Source: an optimization exercise on an open RTL-to-GDS flow (aim: small area, a short achievable clock period and few clock cycles per item). Production flows keep margins and buffers that such runs may drop.
In this exercise RTL edits were held to simulation tests only and were not proved equivalent to the original.
Power and IR drop assume default switching activity.

==> design/flow/flow/run.sh <==
#!/bin/bash
# The standard layout (standard.sh), except that timing repair aims for
# 11.7 ns of setup slack on the 16 ns clock (paths of about 4.3 ns) instead of 0,
# and the port buffers are buf_4 cells rather than the flow's default pick.
# The make output goes to flow_make.log; ORFS keeps each step's log under
# orfs/logs/.
set -euo pipefail
bash standard.sh SETUP_SLACK_MARGIN=11.7 'BUFFER_PORTS_ARGS=-buffer_cell sky130_fd_sc_hd__buf_4' finish > flow_make.log 2>&1
==> design/flow/standard.sh <==
#!/bin/bash
# synth_recipe.tcl (not shown) runs the flow's synth.tcl, then flattens the netlist and writes it again
# the make line also repeats each setting of config.mk as NAME=value (left out here)
make -C /OpenROAD-flow-scripts/flow DESIGN_CONFIG=/design/flow/config.mk WORK_HOME=/design/flow/orfs CLKGATE_MAP_FILE= SYNTH_SCRIPT=/design/flow/synth_recipe.tcl "${@:-finish}"
==> design/flow/config.mk <==
export PLATFORM = sky130hd
export DESIGN_NAME = de1soc_top
export DESIGN_NICKNAME = de1soc_top
export VERILOG_FILES = /design/flow/design.v
export SDC_FILE = /design/flow/constraint.sdc
export NUM_CORES = 4
export LEC_CHECK = 0
export CAP_MARGIN = 20
export CORE_MARGIN = 2
export CORE_UTILIZATION = 40
export CTS_CLUSTER_DIAMETER = 70
export CTS_CLUSTER_SIZE = 25
export SLEW_MARGIN = 20
==> design/flow/constraint.sdc <==
create_clock -name core_clock -period 16.0 [get_ports {clock}]
set_input_delay 3.2000 -clock core_clock [delete_from_list [all_inputs] [get_ports {clock}]]
set_output_delay 3.2000 -clock core_clock [all_outputs]
set_load 0.01 [all_outputs]
==> design/flow/design.v <==
`default_nettype none
package stream_pkg;
    localparam int word_bits      = 32;
    localparam int spare_bits     = 12;
    localparam int sample_bits    = 18;
    localparam int out_value_bits = 30;
    typedef struct packed {
        logic                   soft_reset;    
        logic                   last;          
        logic [spare_bits-1:0]  spare;         
        logic [sample_bits-1:0] sample;        
    } in_word_t;
    typedef struct packed {
        logic                      zero;       
        logic                      last;       
        logic [out_value_bits-1:0] value;      
    } out_word_t;
endpackage
`default_nettype wire
`default_nettype none
package model_pkg;
    localparam int value_bits   = 18;
    localparam int q_frac       = 8;
    localparam int input_width  = 28;    
    localparam int out_channels = 10;
    localparam int acc_bits     = 40;    
    localparam int index_bits   = $clog2(input_width + 1);
    localparam int weight_bits  = 5;     
    typedef logic signed [value_bits-1:0]  value_t;
    typedef logic signed [weight_bits-1:0] weight_t;
    typedef struct packed {
        value_t value;
        logic   last;
    } sample_t;
    typedef value_t [out_channels-1:0] channel_vec_t;
    function automatic weight_t weight_of(input int c, input int i);
        int raw;
        int centred;
        raw = (7 * c + 3 * i) % 31;
        centred = raw - 15;
        weight_of = centred[weight_bits-1:0];    
    endfunction
endpackage
`default_nettype wire
`default_nettype none
module stream_slice #(
    parameter int width = 1
) (
    input  logic     clock,
    input  logic     reset,
    input  logic [width-1:0] in_data,
    input  logic     in_valid,
    output logic [width-1:0] out_data,
    output logic     out_valid,
    input  logic     downstream_stall,
    output logic     upstream_stall
);
    logic load;
    assign load = !out_valid || !downstream_stall;    
    assign upstream_stall = out_valid && downstream_stall;
    always_ff @(posedge clock) begin
        if (reset) begin
            out_valid <= 1'b0;
        end else if (load) begin
            out_valid <= in_valid;
        end
    end
    always_ff @(posedge clock) begin
        if (load) begin
            out_data <= in_data;
        end
    end
endmodule
`default_nettype wire
`default_nettype none
module word_decode (
    input  logic                 clock,
    input  logic                 reset,
    input  stream_pkg::in_word_t word,
    input  logic                 word_valid,
    input  logic                 exec_ready,
    output model_pkg::sample_t   sample,
    output logic                 sample_valid,
    output logic                 stage_reset,
    output logic                 word_stall
);
    logic soft_word;    
    assign soft_word = word_valid && word.soft_reset;
    assign stage_reset = reset || soft_word;
    assign sample.value = word.sample;
    assign sample.last  = word.last;
    assign sample_valid = word_valid && !word.soft_reset;
    assign word_stall = word_valid && !word.soft_reset && !exec_ready;
endmodule
`default_nettype wire
`default_nettype none
module dense_execute (
    input  logic                    clock,
    input  logic                    reset,
    input  model_pkg::sample_t      sample,
    input  logic                    sample_valid,
    output logic                    in_ready,
    output model_pkg::channel_vec_t result,
    output logic                    result_valid,
    input  logic                    result_taken
);
    localparam int channels = model_pkg::out_channels;
    localparam int acc_bits = model_pkg::acc_bits;
    localparam logic signed [acc_bits-1:0] sat_max = (1 <<< (model_pkg::value_bits - 1)) - 1;
    localparam logic signed [acc_bits-1:0] sat_min = -(1 <<< (model_pkg::value_bits - 1));
    logic signed [acc_bits-1:0] acc [channels];
    logic signed [acc_bits-1:0] term [channels];
    logic signed [acc_bits-1:0] sum_next [channels];
    logic [channels*model_pkg::value_bits-1:0] scaled;    
    logic [model_pkg::index_bits-1:0] index;    
    logic weighted;
    logic accept;
    assign in_ready = !result_valid;    
    assign accept   = sample_valid && in_ready;
    assign weighted = index < model_pkg::input_width;
    for (genvar c = 0; c < channels; c++) begin : g_channel
        logic signed [model_pkg::weight_bits-1:0] weight;
        logic signed [acc_bits-1:0] shifted;
        assign weight = model_pkg::weight_of(c, int'(index));
        assign term[c] = $signed(sample.value) * weight;
        assign sum_next[c] = weighted ? acc[c] + term[c] : acc[c];    
        assign shifted = sum_next[c] >>> model_pkg::q_frac;
        assign scaled[c*model_pkg::value_bits +: model_pkg::value_bits] =
            (shifted > sat_max) ? sat_max[model_pkg::value_bits-1:0] :
            (shifted < sat_min) ? sat_min[model_pkg::value_bits-1:0] :
                                  shifted[model_pkg::value_bits-1:0];
    end
    always_ff @(posedge clock) begin
        if (reset) begin
            for (int c = 0; c < channels; c++) begin
                acc[c] <= '0;
            end
            index        <= '0;
            result_valid <= 1'b0;
        end else begin
            if (result_taken) begin
                result_valid <= 1'b0;
            end
            if (accept) begin
                if (sample.last) begin
                    for (int c = 0; c < channels; c++) begin
                        acc[c] <= '0;
                    end
                    index        <= '0;
                    result_valid <= 1'b1;
                end else begin
                    for (int c = 0; c < channels; c++) begin
                        acc[c] <= sum_next[c];
                    end
                    if (weighted) begin
                        index <= index + 1'b1;
                    end
                end
            end
        end
    end
    always_ff @(posedge clock) begin
        if (accept && sample.last) begin
            result <= scaled;
        end
    end
endmodule
`default_nettype wire
`default_nettype none
module result_serialize (
    input  logic                    clock,
    input  logic                    reset,
    input  model_pkg::channel_vec_t vector,
    input  logic                    vector_valid,
    output logic                    vector_taken,
    output stream_pkg::out_word_t   word,
    output logic                    word_valid,
    input  logic                    downstream_stall
);
    localparam int chan_bits       = $clog2(model_pkg::out_channels);
    localparam int word_value_bits = stream_pkg::out_value_bits;
    localparam logic [chan_bits-1:0] last_channel = chan_bits'(model_pkg::out_channels - 1);
    logic                    buffer_valid;
    logic [model_pkg::out_channels*model_pkg::value_bits-1:0] buffer;    
    logic [chan_bits-1:0]    channel;    
    model_pkg::value_t       current;
    assign vector_taken = vector_valid && !buffer_valid;
    always_ff @(posedge clock) begin
        if (reset) begin
            buffer_valid <= 1'b0;
            channel      <= '0;
        end else if (vector_taken) begin
            buffer_valid <= 1'b1;
            channel      <= '0;
        end else if (buffer_valid && !downstream_stall) begin
            if (channel == last_channel) begin
                buffer_valid <= 1'b0;    
                channel      <= '0;
            end else begin
                channel <= channel + 1'b1;
            end
        end
    end
    always_ff @(posedge clock) begin
        if (vector_taken) begin
            buffer <= vector;
        end
    end
    assign current    = buffer[channel*model_pkg::value_bits +: model_pkg::value_bits];
    assign word_valid = buffer_valid;
    always_comb begin
        word.zero  = 1'b0;
        word.last  = buffer_valid && (channel == last_channel);
        word.value = {{(word_value_bits - model_pkg::value_bits){current[model_pkg::value_bits-1]}},
                      current};    
    end
endmodule
`default_nettype wire
`default_nettype none
module de1soc_top (
    input  logic        clock,
    input  logic        reset,
    input  logic [31:0] in_data,
    input  logic        in_valid,
    output logic        upstream_stall,
    output logic [31:0] out_data,
    output logic        out_valid,
    input  logic        downstream_stall
);
    localparam int CH = 10;
    logic        b_v;        
    logic        b_soft;     
    logic        b_last;
    logic        b_first;    
    logic        b_stepn;    
    logic        b_wt;       
    logic [17:0] b_s;
    logic [4:0]  b_idx;      
    logic        nf;         
    logic        take, take_s, wt;
    logic        rdy;        
    assign take   = in_valid && rdy && !reset;
    assign take_s = take && !in_data[31];
    assign wt     = nf || (b_idx <= 5'd26);      
    always_ff @(posedge clock) begin
        b_v     <= take_s;
        b_soft  <= take && in_data[31];
        b_last  <= in_data[30];
        b_first <= take_s && nf;
        b_stepn <= take_s && !nf && wt;
        b_wt    <= take_s && wt;
        b_s     <= in_data[17:0];
        if (reset) begin
            nf <= 1'b1;
        end else if (take) begin
            if (in_data[31]) begin
                nf <= 1'b1;
            end else begin
                nf    <= in_data[30];
                b_idx <= nf ? 5'd0 : (b_idx == 5'd28 ? 5'd28 : b_idx + 5'd1);
            end
        end
    end
    logic rst_q;
    always_ff @(posedge clock) rst_q <= reset;
    logic [22:0] p;          
    logic [25:0] v;          
    always_ff @(posedge clock) begin
        p <= (b_first ? 23'd0 : p) + (b_wt ? {{5{b_s[17]}}, b_s} : 23'd0);
        v <= (b_first ? 26'd0 : v) + (b_stepn ? {{3{p[22]}}, p} : 26'd0);
    end
    logic        full;       
    logic        busy;       
    logic        seq;        
    logic [3:0]  slot;       
    logic        comp;
    logic        xfer, xfer_d;
    assign comp = b_v && b_last;
    assign xfer = (comp || full) && !busy;
    always_ff @(posedge clock) begin
        if (reset || b_soft) full <= 1'b0;
        else if (xfer)       full <= 1'b0;
        else if (comp)       full <= 1'b1;
        xfer_d <= xfer;
    end
    logic [22:0] s_sh;       
    logic [25:0] vn_sh;      
    logic [4:0]  l_sh;       
    always_ff @(posedge clock) begin
        if (xfer) l_sh <= (b_idx > 5'd27) ? 5'd27 : b_idx;
        if (xfer_d) begin
            s_sh <= p;
            vn_sh <= ~v;
        end
    end
    function automatic int order_of(input int k);
        case (k)
            0: order_of = 4;  1: order_of = 8;  2: order_of = 0;  3: order_of = 3;
            4: order_of = 7;  5: order_of = 2;  6: order_of = 6;  7: order_of = 1;
            8: order_of = 5;  default: order_of = 9;
        endcase
    endfunction
    function automatic int pos_of(input int c);
        pos_of = 0;
        for (int k = 0; k < 10; k++) if (order_of(k) == c) pos_of = k;
    endfunction
    function automatic logic [31:0] wrap_set(input int c);
        wrap_set = '0;
        for (int j = 1; j < 28; j++) if ((7 * c + 3 * j) % 31 < 3) wrap_set[j] = 1'b1;
    endfunction
    function automatic logic [4:0] weight_of(input int c, input int i);
        int r;
        r = (7 * c + 3 * i) % 31 - 15;
        weight_of = r[4:0];
    endfunction
    localparam int QW = 29;              
    logic [CH*QW-1:0] qv;
    for (genvar c = 0; c < CH; c++) begin : g_ch
        localparam int pos = pos_of(c);
        localparam logic [31:0] wset = wrap_set(c);
        logic        wrap, rd, clr;
        logic [24:0] q, addend, sum;
        logic [25:0] rc;
        logic [3:0]  pc;             
        assign wrap = b_v && wset[b_idx];
        assign rd   = seq && (slot == 4'(pos));
        assign clr  = rst_q || rd || (b_soft && !(seq && slot < 4'(pos)));
        assign addend = wrap ? {{2{p[22]}}, p} : 25'd0;
        assign rc[0] = 1'b0;
        for (genvar k = 0; k < 25; k++) begin : g_rc
            wire ci = (k % 5 == 0 && k > 0) ? pc[k/5-1] : rc[k];
            assign sum[k]  = q[k] ^ addend[k] ^ ci;
            assign rc[k+1] = (q[k] & addend[k]) | (q[k] & ci) | (addend[k] & ci);
        end
        always_ff @(posedge clock) begin
            if (clr) begin
                q  <= '0;
                pc <= '0;
            end else begin
                q  <= sum;
                pc <= {rc[20], rc[15], rc[10], rc[5]};
            end
        end
        assign qv[c*QW +: QW] = {pc, q};
    end
    logic [QW-1:0] qs;
    logic [4:0]    wl;
    logic [3:0]    cs;
    always_comb begin
        qs = '0;
        cs = '0;
        wl = '0;
        for (int k = 0; k < 10; k++) begin
            if (slot == 4'(k)) begin
                qs = qv[order_of(k)*QW +: QW];
                cs = 4'(order_of(k));
                for (int l = 0; l < 28; l++) if (l_sh == 5'(l)) wl = weight_of(order_of(k), l);
            end
        end
    end
    logic [2:0] one, two, neg;
    for (genvar d = 0; d < 3; d++) begin : g_booth
        logic b2, b1, b0;
        assign b0 = (d == 0) ? 1'b0 : wl[2*d-1];
        assign b1 = wl[2*d];
        assign b2 = (d == 2) ? wl[4] : wl[2*d+1];
        assign one[d] = b1 ^ b0;
        assign two[d] = (b2 & !b1 & !b0) | (!b2 & b1 & b0);
        assign neg[d] = b2 & !(b1 & b0);
    end
    logic        x_v;
    logic [24:0] x_q;
    logic [3:0]  x_pc;
    logic [2:0]  x_one, x_two, x_neg;
    always_ff @(posedge clock) begin
        x_v <= !reset && seq;
        {x_pc, x_q} <= qs;
        x_one <= one;
        x_two <= two;
        x_neg <= neg;
    end
    function automatic logic [51:0] csa(input logic [25:0] a, input logic [25:0] b,
                                        input logic [25:0] c);
        logic [25:0] s, k;
        s = a ^ b ^ c;
        k = (a & b) | (a & c) | (b & c);
        csa = {k[24:0], 1'b0, s};
    endfunction
    logic [25:0] pp [3];
    for (genvar d = 0; d < 3; d++) begin : g_pp
        logic [25:0] mag;
        assign mag = x_one[d] ? 26'({{3{s_sh[22]}}, s_sh}) << (2*d) :
                     x_two[d] ? 26'({{3{s_sh[22]}}, s_sh}) << (2*d+1) : 26'd0;
        assign pp[d] = mag ^ {26{x_neg[d]}};
    end
    logic [25:0] qx, corr;
    assign qx = {x_q[24], x_q};
    logic [2:0] ones;
    assign ones = 3'd3 + 3'(x_neg[0]) + 3'(x_neg[1]) + 3'(x_neg[2]);
    assign corr = {1'b0, {5{x_pc[3]}}, {5{x_pc[2]}}, {5{x_pc[1]}}, {5{x_pc[0]}}, 2'b0, ones};
    logic [25:0] r1s, r1c, r2s, r2c, r3s, r3c, r4s, r4c, r5s, r5c;
    logic [25:0] r6s, r6c;
    assign {r1c, r1s} = csa(qx << 5, ~qx, vn_sh);
    assign {r2c, r2s} = csa(pp[0], pp[1], pp[2]);
    assign {r3c, r3s} = csa({vn_sh[24:0], 1'b1}, corr, r1s);
    assign {r4c, r4s} = csa(r1c, r2s, r2c);
    assign {r5c, r5s} = csa(r3s, r3c, r4s);
    assign {r6c, r6s} = csa(r4c, r5s, r5c);
    logic        z_v;
    logic [17:0] z_s, z_c2;      
    logic        z_c8;           
    logic [8:0]  low;
    assign low = {1'b0, r6s[7:0]} + {1'b0, r6c[7:0]};
    always_ff @(posedge clock) begin
        z_v  <= !reset && x_v;
        z_s  <= r6s[25:8];
        z_c2 <= r6c[25:8];
        z_c8 <= low[8];
    end
    logic [17:0] tot;
    assign tot = z_s + z_c2 + 18'(z_c8);
    always_ff @(posedge clock) begin
        if (reset) begin
            seq  <= 1'b0;
            slot <= '0;
        end else if (xfer) begin
            seq  <= 1'b1;
            slot <= '0;
        end else if (seq) begin
            slot <= slot + 4'd1;
            if (slot == 4'd9) seq <= 1'b0;
        end
    end
    logic [CH*18-1:0] rbuf;
    for (genvar c = 0; c < CH; c++) begin : g_rbuf
        always_ff @(posedge clock) begin
            if (z_v && wcnt == 4'(pos_of(c))) rbuf[c*18 +: 18] <= tot;
        end
    end
    logic [3:0]  och;        
    logic        oload;
    logic        ordy;       
    logic [17:0] cur;
    logic        o_last;
    logic [17:0] o_val;
    logic        o_sgn;
    logic        ovn;        
    assign oload = ovn || !downstream_stall;
    logic [3:0]  wcnt;       
    logic [3:0]  opos;       
    always_comb begin
        opos = '0;
        for (int c = 0; c < 10; c++) if (och == 4'(c)) opos = 4'(pos_of(c));
    end
    always_ff @(posedge clock) begin
        if (xfer)     wcnt <= '0;
        else if (z_v) wcnt <= wcnt + 4'd1;
    end
    assign ordy  = busy && (wcnt > opos);
    assign cur   = rbuf[och*18 +: 18];
    always_ff @(posedge clock) begin
        if (reset) begin
            busy      <= 1'b0;
            och       <= '0;
            out_valid <= 1'b0;
            ovn       <= 1'b1;
        end else begin
            if (oload) begin
                out_valid <= ordy;
                ovn       <= !ordy;
            end
            if (xfer) begin
                busy <= 1'b1;
                och  <= '0;
            end else if (ordy && oload) begin
                och <= och + 4'd1;
                if (och == 4'd9) busy <= 1'b0;
            end
        end
    end
    always_ff @(posedge clock) begin
        if (oload) begin
            o_val  <= cur;
            o_last <= (och == 4'd9);
        end
        if (oload && ordy) begin
            o_sgn  <= cur[17];
        end
    end
    assign out_data = {1'b0, o_last, {6{o_val[17]}}, {6{o_sgn}}, o_val};
    logic full_n;
    assign full_n = !reset && !b_soft && !xfer && (comp || full);
    logic stall_n;
    assign stall_n = full_n || ((busy || xfer) && !reset && take_s && in_data[30]);
    always_ff @(posedge clock) begin
        upstream_stall <= stall_n;
        rdy            <= !stall_n;
    end
endmodule
`default_nettype wire
==> results.json, run 1 <==
{
  "cts-root-buf": "clkbuf_16",
  "cp_num_buf_inv": 1,
  "fin_area_um2": 45500,
  "slowest_delay_ps": 470,
  "crit_fanout": 7,
  "worst_path_max_delay_cell": "edfxtp_1",
  "grt_pass1_vias": 28721,
  "io_buffers": 56,
  "synth_flop_cell": "dfxtp_1",
  "ys_warn_count": 2,
  "cts_hold_buf": 0,
  "synth_area_um2": 42100,
  "clk_pin_slew_ps": 90,
  "syn-instance-count": 4040,
  "async_flop_share": 0,
  "first_pass_iters": 6,
  "syn-num-nets": 4561,
  "rsz0062_at_grt": "true",
  "hpwl_um": 74300,
  "cpLargestDelayFamily": "flip-flops",
  "totalWireLength_um": 104000,
  "drc": 0,
  "multi_input_area_um2": 22300,
  "io_pins": 70,
  "clockBufferDepth": 3,
  "vias_per_cell": 5.27,
  "static-leakage-power_nw": 18.4,
  "critPathRequiredTime_ps": 12800,
  "period_needed_ps": 4470,
  "period_share": 0.280,
  "hold_violations": 0,
  "die-area_um2": 108000,
  "initial_core_util": 0.405,
  "drv_slew": 0,
  "min_path_type": "reg -> reg",
  "max_slew_margin": 0.214,
  "drt_iter0_markers": 2382,
  "p_per_area_nw_per_um2": 127,
  "avgRoutedWirePerCell_um": 19.4,
  "outcome": "finished clean",
  "synth-seq-area-share": 0.404,
  "htreeDepth": 2,
  "rows": 118,
  "grt_util_all_layers": 0.195,
  "grt-ovfl-total": 0,
  "end_kind": "output pin",
  "nets": 4479,
  "area_delta_synth_final_pct": 8.21,
  "worst_pin_slew_ps": 1180,
  "layout.cells.non_filler": 5376,
  "gp_congestion": 0.863,
  "seq_area_um2": 17000,
  "setup_viol_count_final": 0,
  "clk_latency_ps": 650,
  "post_dp_cell_area_um2": 43600,
  "route.vias.total": 28349,
  "post-place-cells": 5274,
  "grt_pass1_wl_um": 166000,
  "fin_skew_ps": 41.2,
  "cap_violations": 0,
  "cp_cell_sequence": "buf_4",
  "fp.dieW_um": 328,
  "ys_seq_elements": 720,
  "peakVddDrop_mv": 0.145,
  "cp-start-kind": "register",
  "postRouteAntennaNets": 0,
  "tns_ps": 0,
  "drive_above_1_share": 0.0778,
  "fill_cells": 9882,
  "clock-sinks": 720,
  "grt_max_degree": 77,
  "num_antenna_cells": 0,
  "cts_tree": "yes",
  "synth_cell_types": 90,
  "antenna_found_initial": 2,
  "critPathKind": "reg -> out",
  "core_um2": 104000,
  "cts_buffers": 47,
  "fp.dieH_um": 328,
  "cp.arrival_ps": 1270,
  "postSynthAreaPerCell_um2": 10.4,
  "synth_edf_count": 259,
  "fmax_ghz": 0.224
}
cells in the final DEF (no fill, tap or decap), drive strengths merged, types with 36 or more instances in the layout:
| master | synthesis | final |
|---|---|---|
| o21ai | 109 | 109 |
| nor3 | 46 | 46 |
| nand2b | 38 | 38 |
| dfxtp | 461 | 461 |
| mux4 | 36 | 36 |
| ha | 113 | 113 |
| fa | 372 | 372 |
| xnor2 | 148 | 148 |
| nor2 | 342 | 342 |
| mux2i | 43 | 43 |
| a211oi | 73 | 73 |
| and2 | 298 | 298 |
| buf | 83 | 128 |
| a221oi | 77 | 77 |
| nand2 | 208 | 208 |
| and3 | 102 | 102 |
| inv | 440 | 461 |
| a22oi | 53 | 53 |
| a21oi | 210 | 210 |
| edfxtp | 259 | 259 |
| clkbuf | 178 | 57 |
| nor2b | 59 | 59 |
worst paths after layout:
path	from	endpoint	slack, ps	cells after the start
setup / recovery	o_val[17]$_DFFE_PP_	out_data[24]	11530	1
setup reg to reg	x_neg[1]$_DFF_P_	z_c8$_DFF_P_	11680	14
hold reg to reg	x_v$_DFF_P_	z_v$_DFF_P_	450	1
hold / removal	x_v$_DFF_P_	z_v$_DFF_P_	450	1
per-stage QoR:
step | power, W | setup slack [ps] | util | hold slack (ps)
4_1_cts | 0.00586 | 11470 | 0.436 | 458
3_5_place_dp | 0.00448 | 11210 | 0.419 | 441
6_report | 0.00581 | 11530 | 0.438 | 450
3_3_place_gp | 0.00442 | 11220 | 0.419 | 419
5_1_grt | 0.00623 | 11460 | 0.438 | 473
2_1_floorplan | 0.00381 | 11650 | - | 414
synthesized netlist by cell type (16+ instances only):
master    number  share of area
xor2_1        18         0.0037
o22ai_1       33         0.0049
edfxtp_1     259           0.18
o21a_1        26         0.0046
clkbuf_1     176          0.016
a21o_1        16         0.0029
buf_2         35         0.0042
buf_4         27         0.0048
and2_1       294          0.044
a21oi_1      208          0.025
mux4_2        36          0.019
dfxtp_1      461           0.22
a211oi_1      73          0.013
nor2_1       342          0.030
or2_2         16         0.0024
nor3_1        46         0.0055
and3_1       102          0.015
nand2_1      208          0.019
a22oi_1       53         0.0095
nand2b_1      37         0.0055
ha_1         113          0.034
nand3_1       21         0.0025
inv_1        439          0.039
o21ai_0      107          0.013
a221oi_1      75          0.016
xnor2_1      148          0.031
fa_1         372           0.18
nor2b_1       58         0.0086
mux2i_1       43          0.010
logic make-up after synthesis:
| family | after synthesis | synth area share |
|---|---|---|
| other | 1 | 0.0000891 |
| adders and majority gates | 485 | 0.211 |
| muxes | 79 | 0.0295 |
| DFF | 720 | 0.404 |
| buffers and inverters | 705 | 0.0677 |
| and+or+nand+nor | 1171 | 0.141 |
| AOI/OAI and AO/OA | 713 | 0.113 |
| xor gates and xnor gates | 166 | 0.0345 |
what timing repair did:
| action | 4_1_cts | 5_1_grt |
|---|---|---|
| endpoints found under the setup margin | 34 | 54 |
| resized for setup | 13 | 31 |
| buffers inserted | 0 | 11 |
| cloned | 0 | 4 |
registers in the layout, indices dropped and copies added (netlist names), 4 cells and up:
register,flops
b_idx,5
s_sh,23
z_s,18
l_sh,5
wcnt,4
p,23
o_val,18
z_c2,18
b_s,18
slot,4
v,26
rbuf,180
x_q,25
g_ch.pc,40
x_pc,4
g_ch.q,250
och,4
vn_sh,26
layout make-up:
cell class	instances	area share
clock buffer	55	0.0269
multi-input combinational	2615	0.490
sequential	720	0.374
tap	1380	0.0379
timing repair buffer	130	0.0247
inverter	444	0.0367
clock inverter	32	0.00953
report_power, final:
group          internal, W  switching (W)
clock network     0.000632       0.000739
registers          0.00234       0.000196
logic             0.000723        0.00117
routing by layer:
metal	part of all wire	up-vias	GRT usage
met5	0	-	0
li1	-	13316	-
met4	0.029	0	0.0544
met3	0.053	190	0.0261
met2	0.46	804	0.316
met1	0.46	14039	0.273
Testbench counts, summed over its fixed seeds: cycles 14,504, frames 512.
==> run 2: changes to the inputs <==
--- a/design/flow/config.mk
+++ b/design/flow/config.mk
@@ -7,7 +7,7 @@
 export LEC_CHECK = 0
 export CAP_MARGIN = 20
 export CORE_MARGIN = 2
-export CORE_UTILIZATION = 40
+export CORE_UTILIZATION = 70
 export CTS_CLUSTER_DIAMETER = 70
 export CTS_CLUSTER_SIZE = 25
 export SLEW_MARGIN = 20
==> results.json, run 2 <==
{
  "outcome": "finished clean",
  "antenna_found_initial": 0,
  "async_flop_share": 0,
  "io_pins": 70,
  "clockBufferDepth": 3,
  "route.vias.total": 29990,
  "clk_latency_ps": 610,
  "peakVddDrop_mv": 0.232,
  "worst_pin_slew_ps": 1150,
  "hold-path-cell-count": 1,
  "synth_area_um2": 42100,
  "cts_hold_buf": 0,
  "seq_power_share": 0.445,
  "min_path_type": "reg -> reg",
  "cp-start-kind": "register",
  "fill_cells": 3883,
  "period_share": 0.277,
  "p_int_w": 0.00361,
  "clock-sinks": 720,
  "layout.cells.non_filler": 4745,
  "cp.arrival_ps": 1230,
  "grt_pass1_wl_um": 174000,
  "fp.dieH_um": 249,
  "rr_endpoint": "z_c8$_DFF_P_",
  "tns_ps": 0,
  "hold_violations": 0,
  "synth_flop_cell": "dfxtp_1",
  "synth-seq-area-share": 0.404,
  "drv_slew": 0,
  "die-area_um2": 62100,
  "rsz0062_at_grt": "true",
  "cts_tree": "yes",
  "synth.most_common_cell": "dfxtp_1",
  "synth_top_area_cell": "dfxtp_1",
  "avgRoutedWirePerCell_um": 22.9,
  "holdCritStartpoint": "v[20]$_DFF_P_",
  "r2r_slack_ps": 11710,
  "grt_pass1_vias": 31542,
  "p_per_area_nw_per_um2": 129,
  "io_buffers": 56,
  "drt_iter0_markers": 2664,
  "setup_viol_count_final": 0,
  "reg_top3": "g_ch.q: 250 flops, rbuf: 180 flops, g_ch.pc: 40 flops",
  "postRouteAntennaNets": 0,
  "rows": 89,
  "num_antenna_cells": 0,
  "critPathKind": "reg -> out",
  "period_needed_ps": 4430,
  "layout_common_cells": "dfxtp_1 (451), inv_1 (439), fa_1 (372), nor2_1 (341), and2_1 (287)",
  "static-leakage-power_nw": 18.2,
  "fin_skew_ps": 53.3,
  "fmax_ghz": 0.226,
  "regMostFlops": "g_ch.q",
  "combPwrFrac": 0.344,
  "final_common_cell": "dfxtp_1",
  "core_um2": 59200,
  "grt_max_degree": 69,
  "fp.dieW_um": 249,
  "end_kind": "output pin",
  "netlist_top_cells_count": "dfxtp_1 (461), inv_1 (439), fa_1 (372)",
  "totalWireLength_um": 109000,
  "postSynthAreaPerCell_um2": 10.4,
  "syn-instance-count": 4040,
  "power.net_switching_w": 0.00210,
  "worst_hold_path.endpoint": "vn_sh[20]$_DFFE_PP_",
  "nets": 4461,
  "synth_cell_types": 90,
  "area_delta_synth_final_pct": 5.51,
  "crit_fanout": 6,
  "critPathRequiredTime_ps": 12800,
  "worst_path_max_delay_cell": "edfxtp_1",
  "reg2reg_depth": 17,
  "cap_violations": 0,
  "htreeDepth": 2,
  "largest_reg_flops": 250,
  "cts_buffers": 42,
  "first_pass_iters": 6,
  "synth_edf_count": 259,
  "initial_core_util": 0.711,
  "yosysTopAreaCellShare": 0.219,
  "slowest_delay_ps": 390,
  "post-place-cells": 4655,
  "hpwl_um": 76300,
  "gp_congestion": 0.961,
  "vias_per_cell": 6.32,
  "drc": 0,
  "max_slew_margin": 0.230,
  "timing.rr.start": "x_two[0]$_DFF_P_",
  "swShare": 0.367,
  "cts-root-buf": "clkbuf_16",
  "drive_above_1_share": 0.0730,
  "ys_warn_count": 2,
  "cp_cell_sequence": "buf_6 -> buf_6",
  "ys_seq_elements": 720,
  "grt-ovfl-total": 0,
  "grt_util_all_layers": 0.355,
  "synth.area.top_cells": "dfxtp_1 (22%), edfxtp_1 (18%), fa_1 (18%)",
  "clk_pin_slew_ps": 100,
  "syn-num-nets": 4561,
  "clkPwrFrac": 0.211,
  "cp_common_cell": "buf_6"
}
run 2: final cells by class:
cell class              instances  area, µm²  share of cell area
multi-input cells            2615      22300               0.503
clock buffers                  55       1130              0.0255
inverters                     444       1670              0.0377
flip-flops and latches        720      17000               0.383
clock inverters                21        263             0.00592
repair buffers                117       1010              0.0228
well taps                     773        967              0.0218
run 2: cells by family after synthesis:
family	count (synthesis)	share of synthesized area
compound gates	713	0.113
other cells	1	0.0000891
xor+xnor	166	0.0345
fa+ha+maj	485	0.211
flops	720	0.404
mux	79	0.0295
buf+inv	705	0.0677
simple gates	1171	0.141
run 2: through the flow:
stage                     hold WS, ps  worst slack, ps  utilization  instance area (µm²)  power, W
final                             453            11570        0.750                44400   0.00571
after global routing              469            11480        0.750                44400   0.00605
after CTS                         459            11550        0.748                44300   0.00568
after detailed placement          442            11000        0.721                42700   0.00446
after global placement            422            11060        0.721                42700   0.00432
after floorplan                   414            11650            -                42100   0.00381
run 2: power by group through the flow:
stage	registers (W)	clock network (W)	logic, W
after detailed placement	0.00258	0	0.00188
final	0.00254	0.00121	0.00196
after global placement	0.00257	0	0.00175
after global routing	0.00255	0.00128	0.00222
after CTS	0.00254	0.00121	0.00193
after floorplan	0.00243	0	0.00138
run 2: metal layers:
metal | vias to the layer above | wire (µm) | GRT usage
met1 | 14957 | 42300 | 0.464
li1 | 13271 | - | -
met2 | 1450 | 52800 | 0.596
met3 | 312 | 8310 | 0.0495
met4 | 0 | 5100 | 0.154
met5 | - | 0 | 0
run 2: worst max-delay path by stage:
stage | to | slack [ps] | depth (start not counted) | start
2_1_floorplan | och[3]$_SDFFE_PP0P_ | 11650 | 6 | downstream_stall
4_1_cts | out_data[27] | 11550 | 2 | o_val[17]$_DFFE_PP_
6_report | out_data[21] | 11570 | 2 | o_sgn$_DFFE_PP_
3_3_place_gp | z_c8$_DFF_P_ | 11060 | 17 | x_one[1]$_DFF_P_
5_1_grt | z_c8$_DFF_P_ | 11480 | 17 | x_two[1]$_DFF_P_
3_5_place_dp | z_c8$_DFF_P_ | 11000 | 17 | x_one[1]$_DFF_P_
run 2: timing repair:
| action | CTS | global route |
|---|---|---|
| gates resized for setup | 43 | 14 |
| endpoints found under the setup margin | 33 | 49 |
| setup buffers | 7 | 4 |
| gates cloned | 2 | 0 |
run 2: worst max-delay path, delay by kind of cell (launching register included):
| kind | cells | cell delay (ps) |
|---|---|---|
| buffers and inverters | 2 | 270 |
| DFF | 1 | 390 |
==> run 3: changes to the inputs <==
==> design/flow/flow/run.sh (replaced) <==
#!/bin/bash
# The standard layout (standard.sh), except that timing repair aims for
# 12.2 ns of setup slack on the 16 ns clock (paths of about 3.8 ns) instead of 0,
# and the port buffers are buf_4 cells rather than the flow's default pick.
# The make output goes to flow_make.log; ORFS keeps each step's log under
# orfs/logs/.
set -euo pipefail
bash standard.sh SETUP_SLACK_MARGIN=12.2 'BUFFER_PORTS_ARGS=-buffer_cell sky130_fd_sc_hd__buf_4' finish > flow_make.log 2>&1
==> results.json, run 3 <==
{
  "route.vias.total": 30281,
  "vias_per_cell": 6.34,
  "grt_util_all_layers": 0.346,
  "drc": 0,
  "clk_latency_ps": 620,
  "cp_num_buf_inv": 1,
  "synth_edf_count": 259,
  "seq_area_um2": 17000,
  "critPathRequiredTime_ps": 12800,
  "syn-instance-count": 4040,
  "drv_slew": 0,
  "io_pins": 70,
  "layout.cells.non_filler": 4774,
  "max_slew_margin": 0.240,
  "slowest_delay_ps": 480,
  "seq_power_share": 0.449,
  "finalPower_w": 0.00568,
  "crit_fanout": 6,
  "fin_area_um2": 45200,
  "hold-path-cell-count": 1,
  "period_needed_ps": 4470,
  "grt-ovfl-total": 0,
  "outcome": "finished clean",
  "layout_common_cells": "dfxtp_1 (448), inv_1 (418), nor2_1 (340), and2_1 (285), fa_1 (271)",
  "synth_flop_cell": "dfxtp_1",
  "synth_area_um2": 42100,
  "rsz0062_at_grt": "true",
  "die-area_um2": 62100,
  "avgRoutedWirePerCell_um": 22.9,
  "fp.dieW_um": 249,
  "drive_above_1_share": 0.121,
  "grt_max_degree": 69,
  "hold_violations": 0,
  "static-leakage-power_nw": 18.1,
  "setup_viol_count_final": 0,
  "power.net_switching_w": 0.00207,
  "ys_warn_count": 2,
  "holdWs_ps": 462,
  "cts-root-buf": "clkbuf_16",
  "hpwl_um": 75300,
  "grt_pass1_wl_um": 170000,
  "post_dp_cell_area_um2": 42700,
  "crit_cells": 1,
  "syn-num-nets": 4561,
  "regMostFlops": "g_ch.q",
  "final_common_cell": "dfxtp_1",
  "nets": 4492,
  "cp.arrival_ps": 1270,
  "reg2reg_depth": 17,
  "initial_core_util": 0.711,
  "reg_top3": "g_ch.q: 250 flops, rbuf: 180 flops, g_ch.pc: 40 flops",
  "first_pass_iters": 6,
  "clk_pin_slew_ps": 80,
  "io_buffers": 56,
  "cap_violations": 0,
  "cts_tree": "yes",
  "rows": 89,
  "synth.most_common_cell": "dfxtp_1",
  "synth_cell_types": 90,
  "cpLargestDelayFamily": "flip-flops",
  "period_share": 0.279,
  "worst_path_max_delay_cell": "edfxtp_1",
  "fin_skew_ps": 24.1,
  "ys_seq_elements": 720,
  "peakVddDrop_mv": 0.238,
  "netlist_top_cells_count": "dfxtp_1 (461), inv_1 (439), fa_1 (372)",
  "clockBufferDepth": 3,
  "combPwrFrac": 0.347,
  "gp_congestion": 0.944,
  "synth.area.top_cells": "dfxtp_1 (22%), edfxtp_1 (18%), fa_1 (18%)",
  "yosysTopAreaCellShare": 0.219,
  "post-place-cells": 4653,
  "synth-seq-area-share": 0.404,
  "p_per_area_nw_per_um2": 126,
  "multi_input_area_um2": 22900,
  "swShare": 0.365,
  "end_kind": "output pin",
  "synth_top_area_cell": "dfxtp_1",
  "p_int_w": 0.00361,
  "clkPwrFrac": 0.204,
  "tns_ps": 0,
  "fp.dieH_um": 249,
  "totalWireLength_um": 109000,
  "postSynthAreaPerCell_um2": 10.4,
  "min_path_type": "reg -> reg",
  "critPathKind": "reg -> out",
  "drt_iter0_markers": 3177,
  "antenna_found_initial": 0,
  "cp-start-kind": "register",
  "postRouteAntennaNets": 0,
  "largest_reg_flops": 250,
  "cts_hold_buf": 0,
  "worst_pin_slew_ps": 1140,
  "core_um2": 59200,
  "async_flop_share": 0,
  "grt_pass1_vias": 31101,
  "cp_cell_sequence": "buf_4",
  "fmax_ghz": 0.224,
  "area_delta_synth_final_pct": 7.41,
  "clock-sinks": 720,
  "cts_buffers": 40,
  "htreeDepth": 2,
  "fill_cells": 3781
}
## run 3: cell count changes in the layout (fill, tap and decap cells not counted), moves of 5 or more
cell     delta
fa_1      -101
buf_6       +8
inv_1      -21
nand2_2     +7
xnor2_1     -8
ha_1        -5
and2_4      +6
nand2_1     -7
buf_4      +13
xnor2_2     +8
inv_2      +19
fa_2      +101
## run 3: power by group through the flow
| stage | combinational [W] | clock (W) | sequential [W] |
|---|---|---|---|
| 2_1_floorplan | 0.00139 | 0 | 0.00243 |
| 3_3_place_gp | 0.00176 | 0 | 0.00257 |
| 3_5_place_dp | 0.00187 | 0 | 0.00258 |
| 4_1_cts | 0.00192 | 0.00116 | 0.00255 |
| 5_1_grt | 0.00222 | 0.00123 | 0.00256 |
| 6_report | 0.00197 | 0.00116 | 0.00255 |
## run 3: final cells by class
cell class	count	share of cell area
Tap cell	773	0.0214
Clock buffer	51	0.0231
Clock inverter	20	0.00565
Sequential cell	720	0.377
Timing Repair Buffer	142	0.0285
Antenna cell	1	0.0000553
Inverter	444	0.0373
Multi-Input combinational cell	2623	0.507
## run 3: what timing repair did
action | 4_1_cts | 5_1_grt
buffers inserted | 21 | 17
setup endpoints to repair | 172 | 122
resized for setup | 84 | 165
pin swaps | 2 | 21
gates cloned | 3 | 6
## run 3: cell families after synthesis
logic type                 synth area share
AOI/OAI and AO/OA                     0.113
xor gates and xnor gates             0.0345
adders and majority gates             0.211
buffers and inverters                0.0677
DFF                                   0.404
muxes                                0.0295
other                             0.0000891
and+or+nand+nor                       0.141
## run 3: path summary, 6_finish.rpt
check / startpoint / end / slack, ps
setup / recovery: o_sgn$_DFFE_PP_ / out_data[22] / 11530
hold / removal: v[1]$_DFF_P_ / vn_sh[1]$_DFFE_PP_ / 460
hold reg to reg: v[1]$_DFF_P_ / vn_sh[1]$_DFFE_PP_ / 460
setup reg to reg: x_one[0]$_DFF_P_ / z_c8$_DFF_P_ / 11690
## run 3: per-stage QoR
step	utilization	setup slack [ps]
finish	0.763	11530
global route	0.763	11490
CTS	0.751	11500
detailed placement	0.721	11200
global placement	0.721	11270
floorplan	-	11880
## run 3: metal layers
metal	global-route usage	vias to the layer above	part of all wire
li1	-	13340	-
met1	0.460	15181	0.39
met2	0.587	1496	0.49
met3	0.0437	264	0.079
met4	0.128	0	0.037
met5	0	-	0

==> static timing again, ports no longer ideal <==
The flow's constraints put no driver on any port. The routed layouts listed below were extracted and timed again, unchanged, in two steps. Step 1 (the two cells are an assumption about what drives the block):
set clk [get_ports {clock}]
set_driving_cell -lib_cell sky130_fd_sc_hd__clkbuf_16 $clk
set_driving_cell -lib_cell sky130_fd_sc_hd__buf_2 [delete_from_list [all_inputs] $clk]
Step 2 adds t to the input delays and takes it off the output delays; t is the mean of the earliest and latest rising clock arrival at the registers after step 1. Input paths then give back, and output paths get back, about the clock's delay inside the block. a / b / c = ideal / step 1 / step 2; a / b = the first two.
run	t (ns)	setup slack, ns	worst setup path after step 2
run 1	0.696	11.526 / 11.458 / 11.229	input to register
run 2	0.646	11.571 / 11.509 / 11.373	input to register
run 3	0.675	11.529 / 11.463 / 11.625	input to register
After both steps setup and hold are still met in every run listed. The setup slack of run 1, which loses most, moves by -0.068 ns with the drivers and by -0.297 ns with both steps.
